From an optimization exercise on the open Yosys and OpenROAD flow, aimed at small area; shortcuts taken in it are not production practice. RTL that was checked went through simulation tests only; none was proved equivalent to the original. The flow treats the clock pin as an ideal source, which a real chip does not have. Power figures rest on the tool's default switching activity, not on a simulated workload.

== before ==
## pipe_core
module pipe_core (
    input  logic        clk,
    input  logic        rst,
    input  logic        in_valid,
    input  logic [15:0] in_instr,
    output logic        in_ready,
    output logic        trace_valid,
    output logic [75:0] trace,
    input  logic        trace_ready
);
Size in the first run: about 1,900 cells after synthesis, roughly 600 flip-flops, roughly 98 I/O pins, about 0.024 sq mm of cells after synthesis.
==> module pipe_core, before the edit <==
module pipe_core (
    input  logic        clk,
    input  logic        rst,
    input  logic        in_valid,
    input  logic [15:0] in_instr,
    output logic        in_ready,
    output logic        trace_valid,
    output logic [75:0] trace,
    input  logic        trace_ready
);
    localparam logic [3:0] OP_ADD  = 4'd1;
    localparam logic [3:0] OP_SUB  = 4'd2;
    localparam logic [3:0] OP_ADDI = 4'd3;
    localparam logic [3:0] OP_LD   = 4'd4;
    localparam logic [3:0] OP_ST   = 4'd5;
    function automatic logic [15:0] rreg(input logic [7:1][15:0] r, input logic [2:0] ad);
        case (ad)
            3'd1:    rreg = r[1];
            3'd2:    rreg = r[2];
            3'd3:    rreg = r[3];
            3'd4:    rreg = r[4];
            3'd5:    rreg = r[5];
            3'd6:    rreg = r[6];
            3'd7:    rreg = r[7];
            default: rreg = 16'd0;
        endcase
    endfunction
    logic [15:0] now;
    logic        hold;
    logic        stall;
    logic        f_v, d_v, x_v, m_v;
    logic [15:0] f_i, d_i, x_i, m_i;
    logic [15:0] f_c, d_c, x_c, m_c;
    logic        f_l, d_l, x_l, m_l;
    logic [7:0]  t_seq;
    logic [15:0] t_i, t_res, t_fc, t_rc;
    logic        t_l;
    logic [3:0]  t_s;
    assign trace = {t_seq, t_i, t_res, t_fc, t_rc, t_s};
    assign hold  = trace_valid && !trace_ready;
    logic [3:0] f_op;
    logic       f_rs_use, f_rt_use, f_rd_use;
    always_comb begin
        f_op     = f_i[15:12];
        f_rs_use = (f_op >= OP_ADD) && (f_op <= OP_ST);
        f_rt_use = (f_op == OP_ADD) || (f_op == OP_SUB);
        f_rd_use = (f_op == OP_ST);
    end
    assign stall = d_v && (d_i[15:12] == OP_LD) && (d_i[11:9] != 3'd0) && f_v
                   && ((f_rs_use && f_i[8:6] == d_i[11:9])
                       || (f_rt_use && f_i[5:3] == d_i[11:9])
                       || (f_rd_use && f_i[11:9] == d_i[11:9]));
    assign in_ready = !hold && !stall;
    always_ff @(posedge clk) begin
        if (rst) now <= '0;
        else     now <= now + 16'd1;
    end
    logic tick, tick_seen, long_hold;
    assign tick      = (now[3:0] == 4'd0);
    assign long_hold = hold && tick_seen && tick;
    always_ff @(posedge clk) begin
        tick_seen <= hold && (tick_seen || tick);
    end
    logic [7:0] age;
    assign age = t_rc[7:0] - t_fc[7:0];
    always_comb begin
        if (t_l || age[7:5] != 3'd0 || age[4:0] > 5'd18) t_s = 4'hf;
        else                                            t_s = age[3:0] - 4'd4;
    end
    always_ff @(posedge clk) begin
        if (rst) begin
            f_v <= 1'b0;
            d_v <= 1'b0;
            x_v <= 1'b0;
            m_v <= 1'b0;
        end else if (!hold) begin
            f_v <= stall ? f_v : in_valid;
            d_v <= f_v && !stall;
            x_v <= d_v;
            m_v <= x_v;
        end
    end
    always_ff @(posedge clk) begin
        if (in_ready) begin
            f_i <= in_instr;
            f_c <= now;
        end
        f_l <= !in_ready && (f_l || long_hold);
        if (!hold) begin
            d_i <= f_i;
            d_c <= f_c;
            x_i <= d_i;
            x_c <= d_c;
            m_i <= x_i;
            m_c <= x_c;
        end
        d_l <= hold ? (d_l || long_hold) : f_l;
        x_l <= hold ? (x_l || long_hold) : d_l;
        m_l <= hold ? (m_l || long_hold) : x_l;
    end
    logic [7:1][15:0] regs;
    logic [15:0] mem_n [16];
    logic [3:0]  op;
    logic [2:0]  rd, rs, rt, p2;
    logic        is_add, is_sub, is_addi, is_ld, is_st, is_alu, wr;
    logic [15:0] a, b2, bop, sum, res;
    logic [16:0] sum_c;
    logic [3:0]  addr;
    always_comb begin
        op      = m_i[15:12];
        rd      = m_i[11:9];
        rs      = m_i[8:6];
        rt      = m_i[5:3];
        is_add  = (op == OP_ADD);
        is_sub  = (op == OP_SUB);
        is_addi = (op == OP_ADDI);
        is_ld   = (op == OP_LD);
        is_st   = (op == OP_ST);
        is_alu  = is_add || is_sub || is_addi;
        wr      = is_alu || is_ld;
        p2      = is_st ? rd : rt;
        a       = rreg(regs, rs);
        b2      = rst ? 16'd0 : rreg(regs, p2);
        addr    = a[3:0] + m_i[3:0];
        bop     = (is_add || is_sub) ? b2 : {{10{m_i[5]}}, m_i[5:0]};
        sum_c   = {a, 1'b1} + {bop ^ {16{is_sub}}, is_sub};
        sum     = sum_c[16:1];
        res     = ({16{is_ld && !rst}} & ~mem_n[addr])
                | ({16{is_st}} & b2)
                | ({16{is_alu && !rst}} & sum);
    end
    logic        retire;
    logic [15:0] r_wdata, m_wdata;
    assign retire  = m_v && !hold;
    assign r_wdata = res;
    assign m_wdata = b2;
    always_ff @(posedge clk) begin
        for (int i = 1; i < 8; i++) begin
            if (rst || (retire && wr && rd == 3'(i))) regs[i] <= r_wdata;
        end
    end
    always_ff @(posedge clk) begin
        for (int i = 0; i < 16; i++) begin
            if (rst || (retire && is_st && addr == 4'(i))) mem_n[i] <= ~m_wdata;
        end
    end
    always_ff @(posedge clk) begin
        if (rst) trace_valid <= 1'b0;
        else if (!hold) trace_valid <= m_v;
    end
    always_ff @(posedge clk) begin
        if (rst) t_seq <= 8'hff;
        else     t_seq <= t_seq + {7'd0, retire};
    end
    always_ff @(posedge clk) begin
        if (!hold) begin
            t_i   <= m_i;
            t_res <= res;
            t_fc  <= m_c;
            t_rc  <= now;
            t_l   <= m_l;
        end
    end
endmodule
export LEC_CHECK = 0
export ABC_AREA = 1
export CAP_MARGIN = 0
export CORE_MARGIN = 2
export CORE_UTILIZATION = 40
export SLEW_MARGIN = 0
create_clock -name core_clock -period 5.5 [get_ports {clk}]
standard.sh (not shown) runs the stock make flow with config.mk's settings and CLKGATE_MAP_FILE= SYNTH_SCRIPT=/design/flow/synth_recipe.tcl, a recipe that flattens the netlist after the stock synthesis.
==> flow/flow/run.sh <==
#!/bin/bash
# Standard layout with a leaner clock tree (no dummy loads, smaller
# buffers) and the smallest buffer on the ports.
export CTS_ARGS="-sink_clustering_enable -repair_clock_nets -dont_use_dummy_load -buf_list {sky130_fd_sc_hd__clkbuf_4 sky130_fd_sc_hd__clkbuf_8} -sink_clustering_size 16 -sink_clustering_max_diameter 60"
export POST_CTS_TCL="$PWD/flow/post_cts.tcl"
export BUFFER_PORTS_ARGS="-buffer_cell sky130_fd_sc_hd__buf_1"
bash standard.sh > standard.log 2>&1
==> flow/flow/post_cts.tcl <==
# area recovery: downsize cells on paths with slack to spare
estimate_parasitics -placement
repair_timing -recover_power 100 -verbose
detailed_placement
check_placement -verbose
#### Input delta (after over before)
diff --git a/flow/design.v b/flow/design.v
--- a/flow/design.v
+++ b/flow/design.v
@@ -63,17 +63,17 @@
     logic tick, tick_seen, long_hold;
     assign tick      = (now[3:0] == 4'd0);
     assign long_hold = hold && tick_seen && tick;
     always_ff @(posedge clk) begin
         tick_seen <= hold && (tick_seen || tick);
     end
-    logic [7:0] age;
-    assign age = t_rc[7:0] - t_fc[7:0];
+    logic [7:0] st;
+    assign st = t_rc[7:0] + ~t_fc[7:0] + 8'd253;
     always_comb begin
-        if (t_l || age[7:5] != 3'd0 || age[4:0] > 5'd18) t_s = 4'hf;
-        else                                            t_s = age[3:0] - 4'd4;
+        if (t_l || st[7:4] != 4'd0) t_s = 4'hf;
+        else                       t_s = st[3:0];
     end
     always_ff @(posedge clk) begin
         if (rst) begin
             f_v <= 1'b0;
             d_v <= 1'b0;
             x_v <= 1'b0;
@@ -108,12 +108,13 @@
     logic [3:0]  op;
     logic [2:0]  rd, rs, rt, p2;
     logic        is_add, is_sub, is_addi, is_ld, is_st, is_alu, wr;
     logic [15:0] a, b2, bop, sum, res;
     logic [16:0] sum_c;
     logic [3:0]  addr;
+    logic [3:0]  m_a;
     always_comb begin
         op      = m_i[15:12];
         rd      = m_i[11:9];
         rs      = m_i[8:6];
         rt      = m_i[5:3];
         is_add  = (op == OP_ADD);
@@ -123,25 +124,34 @@
         is_st   = (op == OP_ST);
         is_alu  = is_add || is_sub || is_addi;
         wr      = is_alu || is_ld;
         p2      = is_st ? rd : rt;
         a       = rreg(regs, rs);
         b2      = rst ? 16'd0 : rreg(regs, p2);
-        addr    = a[3:0] + m_i[3:0];
+        addr    = m_a;
         bop     = (is_add || is_sub) ? b2 : {{10{m_i[5]}}, m_i[5:0]};
         sum_c   = {a, 1'b1} + {bop ^ {16{is_sub}}, is_sub};
         sum     = sum_c[16:1];
         res     = ({16{is_ld && !rst}} & ~mem_n[addr])
                 | ({16{is_st}} & b2)
                 | ({16{is_alu && !rst}} & sum);
     end
     logic        retire;
     logic [15:0] r_wdata, m_wdata;
     assign retire  = m_v && !hold;
     assign r_wdata = res;
     assign m_wdata = b2;
+    logic [3:0]  x_base;
+    logic [15:0] x_reg;
+    always_comb begin
+        x_reg  = rreg(regs, x_i[8:6]);
+        x_base = (retire && wr && rd != 3'd0 && rd == x_i[8:6]) ? r_wdata[3:0] : x_reg[3:0];
+    end
+    always_ff @(posedge clk) begin
+        if (!hold) m_a <= x_base + x_i[3:0];
+    end
     always_ff @(posedge clk) begin
         for (int i = 1; i < 8; i++) begin
             if (rst || (retire && wr && rd == 3'(i))) regs[i] <= r_wdata;
         end
     end
     always_ff @(posedge clk) begin
## What came out
Measured against each other, before and after differ in weighted congestion at the end of routability-driven global placement, the higher figure coming from before. On final critical-path setup slack, before and after are neck and neck. The proportion of power drawn by combinational gates in after sits 0.8 points below the value recorded for before. Count of standard-cell rows ended up 1 lower on after than on before. Compared with before, in after cell area went up 110 sq um; number of flip-flops and latches climbed about 0.7%; sequential cell area share grew by 0.17 points.
The RTL of after was laid out without a check of its function.

Setup of middle:
The RTL this note starts from:
==> flow/design.v <==
package pipe_pkg;
    localparam int N_REGS    = 8;
    localparam int MEM_WORDS = 16;
endpackage
`timescale 1ns/10ps
module pipe_core (
    input  logic        clk,
    input  logic        rst,
    input  logic        in_valid,
    input  logic [15:0] in_instr,
    output logic        in_ready,
    output logic        trace_valid,
    output logic [75:0] trace,
    input  logic        trace_ready
);
    localparam logic [3:0] OP_ADD  = 4'd1;
    localparam logic [3:0] OP_SUB  = 4'd2;
    localparam logic [3:0] OP_ADDI = 4'd3;
    localparam logic [3:0] OP_LD   = 4'd4;
    localparam logic [3:0] OP_ST   = 4'd5;
    function automatic logic [15:0] rreg(input logic [7:1][15:0] r, input logic [2:0] ad);
        case (ad)
            3'd1:    rreg = r[1];
            3'd2:    rreg = r[2];
            3'd3:    rreg = r[3];
            3'd4:    rreg = r[4];
            3'd5:    rreg = r[5];
            3'd6:    rreg = r[6];
            3'd7:    rreg = r[7];
            default: rreg = 16'd0;
        endcase
    endfunction
    logic [15:0] now;
    logic        hold;
    logic        stall;
    logic        f_v, d_v, x_v, m_v;
    logic [15:0] f_i, d_i, x_i, m_i;
    logic [15:0] f_c, d_c, x_c, m_c;
    logic        f_l, d_l, x_l, m_l;
    logic [7:0]  t_seq;
    logic [15:0] t_i, t_res, t_fc, t_rc;
    logic        t_l;
    logic [3:0]  t_s;
    assign trace = {t_seq, t_i, t_res, t_fc, t_rc, t_s};
    assign hold  = trace_valid && !trace_ready;
    logic [3:0] f_op;
    logic       f_rs_use, f_rt_use, f_rd_use;
    always_comb begin
        f_op     = f_i[15:12];
        f_rs_use = (f_op >= OP_ADD) && (f_op <= OP_ST);
        f_rt_use = (f_op == OP_ADD) || (f_op == OP_SUB);
        f_rd_use = (f_op == OP_ST);
    end
    assign stall = d_v && (d_i[15:12] == OP_LD) && (d_i[11:9] != 3'd0) && f_v
                   && ((f_rs_use && f_i[8:6] == d_i[11:9])
                       || (f_rt_use && f_i[5:3] == d_i[11:9])
                       || (f_rd_use && f_i[11:9] == d_i[11:9]));
    assign in_ready = !hold && !stall;
    always_ff @(posedge clk) begin
        if (rst) now <= '0;
        else     now <= now + 16'd1;
    end
    logic tick, tick_seen, long_hold;
    assign tick      = (now[3:0] == 4'd0);
    assign long_hold = hold && tick_seen && tick;
    always_ff @(posedge clk) begin
        tick_seen <= hold && (tick_seen || tick);
    end
    logic [7:0] st;
    assign st = t_rc[7:0] + ~t_fc[7:0] + 8'd253;
    always_comb begin
        if (t_l || st[7:4] != 4'd0) t_s = 4'hf;
        else                       t_s = st[3:0];
    end
    always_ff @(posedge clk) begin
        if (rst) begin
            f_v <= 1'b0;
            d_v <= 1'b0;
            x_v <= 1'b0;
            m_v <= 1'b0;
        end else if (!hold) begin
            f_v <= stall ? f_v : in_valid;
            d_v <= f_v && !stall;
            x_v <= d_v;
            m_v <= x_v;
        end
    end
    always_ff @(posedge clk) begin
        if (in_ready) begin
            f_i <= in_instr;
            f_c <= now;
        end
        f_l <= !in_ready && (f_l || long_hold);
        if (!hold) begin
            d_i <= f_i;
            d_c <= f_c;
            x_i <= d_i;
            x_c <= d_c;
            m_i <= x_i;
            m_c <= x_c;
        end
        d_l <= hold ? (d_l || long_hold) : f_l;
        x_l <= hold ? (x_l || long_hold) : d_l;
        m_l <= hold ? (m_l || long_hold) : x_l;
    end
    logic [7:1][15:0] regs;
    logic [15:0] mem_n [16];
    logic [3:0]  op;
    logic [2:0]  rd, rs, rt, p2;
    logic        is_add, is_sub, is_addi, is_ld, is_st, is_alu, wr;
    logic [15:0] a, b2, bop, sum, res;
    logic [16:0] sum_c;
    logic [3:0]  addr;
    logic [3:0]  m_a;
    always_comb begin
        op      = m_i[15:12];
        rd      = m_i[11:9];
        rs      = m_i[8:6];
        rt      = m_i[5:3];
        is_add  = (op == OP_ADD);
        is_sub  = (op == OP_SUB);
        is_addi = (op == OP_ADDI);
        is_ld   = (op == OP_LD);
        is_st   = (op == OP_ST);
        is_alu  = is_add || is_sub || is_addi;
        wr      = is_alu || is_ld;
        p2      = is_st ? rd : rt;
        a       = rreg(regs, rs);
        b2      = rst ? 16'd0 : rreg(regs, p2);
        addr    = m_a;
        bop     = (is_add || is_sub) ? b2 : {{10{m_i[5]}}, m_i[5:0]};
        sum_c   = {a, 1'b1} + {bop ^ {16{is_sub}}, is_sub};
        sum     = sum_c[16:1];
        res     = ({16{is_ld && !rst}} & ~mem_n[addr])
                | ({16{is_st}} & b2)
                | ({16{is_alu && !rst}} & sum);
    end
    logic        retire;
    logic [15:0] r_wdata, m_wdata;
    assign retire  = m_v && !hold;
    assign r_wdata = res;
    assign m_wdata = b2;
    logic [3:0]  x_base;
    logic [15:0] x_reg;
    always_comb begin
        x_reg  = rreg(regs, x_i[8:6]);
        x_base = (retire && wr && rd != 3'd0 && rd == x_i[8:6]) ? r_wdata[3:0] : x_reg[3:0];
    end
    always_ff @(posedge clk) begin
        if (!hold) m_a <= x_base + x_i[3:0];
    end
    always_ff @(posedge clk) begin
        for (int i = 1; i < 8; i++) begin
            if (rst || (retire && wr && rd == 3'(i))) regs[i] <= r_wdata;
        end
    end
    always_ff @(posedge clk) begin
        for (int i = 0; i < 16; i++) begin
            if (rst || (retire && is_st && addr == 4'(i))) mem_n[i] <= ~m_wdata;
        end
    end
    always_ff @(posedge clk) begin
        if (rst) trace_valid <= 1'b0;
        else if (!hold) trace_valid <= m_v;
    end
    always_ff @(posedge clk) begin
        if (rst) t_seq <= 8'hff;
        else     t_seq <= t_seq + {7'd0, retire};
    end
    always_ff @(posedge clk) begin
        if (!hold) begin
            t_i   <= m_i;
            t_res <= res;
            t_fc  <= m_c;
            t_rc  <= now;
            t_l   <= m_l;
        end
    end
endmodule
clock: 5.5 ns
lec_check: 0
abc_area: 1
cap_margin: 0
core_margin: 2
core_utilization: 40
slew_margin: 0
==> flow/flow/run.sh <==
#!/bin/bash
# Standard layout with a leaner clock tree (no dummy loads, smaller
# buffers) and the smallest buffer on the ports.
export CTS_ARGS="-sink_clustering_enable -repair_clock_nets -dont_use_dummy_load -buf_list {sky130_fd_sc_hd__clkbuf_4 sky130_fd_sc_hd__clkbuf_8} -sink_clustering_size 16 -sink_clustering_max_diameter 60"
export BUFFER_PORTS_ARGS="-buffer_cell sky130_fd_sc_hd__buf_1"
bash standard.sh > standard.log 2>&1
diff inputs: middle => south
--- a/flow/design.v
+++ b/flow/design.v
@@ -65,13 +65,13 @@
     assign long_hold = hold && tick_seen && tick;
     always_ff @(posedge clk) begin
         tick_seen <= hold && (tick_seen || tick);
     end
-    logic [7:0] st;
-    assign st = t_rc[7:0] + ~t_fc[7:0] + 8'd253;
+    logic [7:0] age;
+    assign age = t_rc[7:0] - t_fc[7:0];
     always_comb begin
-        if (t_l || st[7:4] != 4'd0) t_s = 4'hf;
-        else                       t_s = st[3:0];
+        if (t_l || age[7:5] != 3'd0 || age[4:0] > 5'd18) t_s = 4'hf;
+        else                                            t_s = age[3:0] - 4'd4;
     end
     always_ff @(posedge clk) begin
         if (rst) begin
             f_v <= 1'b0;
@@ -110,9 +110,8 @@
     logic        is_add, is_sub, is_addi, is_ld, is_st, is_alu, wr;
     logic [15:0] a, b2, bop, sum, res;
     logic [16:0] sum_c;
     logic [3:0]  addr;
-    logic [3:0]  m_a;
     always_comb begin
         op      = m_i[15:12];
         rd      = m_i[11:9];
         rs      = m_i[8:6];
@@ -126,9 +125,9 @@
         wr      = is_alu || is_ld;
         p2      = is_st ? rd : rt;
         a       = rreg(regs, rs);
         b2      = rst ? 16'd0 : rreg(regs, p2);
-        addr    = m_a;
+        addr    = a[3:0] + m_i[3:0];
         bop     = (is_add || is_sub) ? b2 : {{10{m_i[5]}}, m_i[5:0]};
         sum_c   = {a, 1'b1} + {bop ^ {16{is_sub}}, is_sub};
         sum     = sum_c[16:1];
         res     = ({16{is_ld && !rst}} & ~mem_n[addr])
@@ -139,17 +138,8 @@
     logic [15:0] r_wdata, m_wdata;
     assign retire  = m_v && !hold;
     assign r_wdata = res;
     assign m_wdata = b2;
-    logic [3:0]  x_base;
-    logic [15:0] x_reg;
-    always_comb begin
-        x_reg  = rreg(regs, x_i[8:6]);
-        x_base = (retire && wr && rd != 3'd0 && rd == x_i[8:6]) ? r_wdata[3:0] : x_reg[3:0];
-    end
-    always_ff @(posedge clk) begin
-        if (!hold) m_a <= x_base + x_i[3:0];
-    end
     always_ff @(posedge clk) begin
         for (int i = 1; i < 8; i++) begin
             if (rst || (retire && wr && rd == 3'(i))) regs[i] <= r_wdata;
         end
Results
- south completed; timing, DRC and antenna clean
- Looking at the reports, middle completed the entire flow and the layout it produced met the timing, DRC and antenna checks.
- south vs. middle: TritonCTS buffer count went down by 2.
- In south relative to middle, sequential cell count had gone down slightly.
- Relative to middle, south improves relative slew slack.
- south vs middle: clock sink count down
- south reports a lower layout overhead on the synthesized area than middle does.
- Post-synthesis simple-gate area fraction, middle and south: higher on south
- [south] worst-path maximum fanout rose 7 relative to middle
- For total power after layout, middle and south come out practically identical.
- For the summed area of non-filler cells in the final layout, south came in 0.38% lower than middle did.
- south vs middle: placement-stage worst setup slack up in south
- Looking at total internal power across middle and south, the one that comes out lower is south.
- Power per unit of standard cell area in south vs middle: up 1.5 nW/µm²
- middle and south ended up with nearly the same area after synthesis.
- Relative to middle, final hold slack has decreased by 3.4 ps in south.
For middle, only the layout was checked, not whether the RTL still works.

afterwards: timing with drivers on the ports:
How much do the figures lean on ideal ports? The routed layouts below were timed once more, with nothing changed but the port constraints.
Step 1: set_driving_cell puts a clkbuf_16 on clk and a buf_2 on each other input, an assumption about the parent block.
Step 2 also shifts input and output timing later by t, the mid clock arrival at the registers, as if the neighbouring blocks saw the same clock.
Three values: ideal ports, drivers, drivers and shift; two values: the first two.
run	t (ns)	slack for setup (ns)	worst setup path at the end	worst register clock-pin slew, ns	pins driven straight from the clock port
before	0.677	0.345 / 0.345 / 0.345	register to register	0.11 / 0.11	1
after	0.666	0.347 / 0.347 / 0.271	input to register	0.10 / 0.10	1
middle	0.662	0.369 / 0.369 / 0.369	register to register	0.10 / 0.10	1
south	0.682	0.607 / 0.607 / 0.607	register to register	0.10 / 0.10	1
After both steps every run listed still meets setup and hold. For after, which loses most, drivers alone change the setup slack by 0.000 ns; drivers and shift together by -0.076 ns.
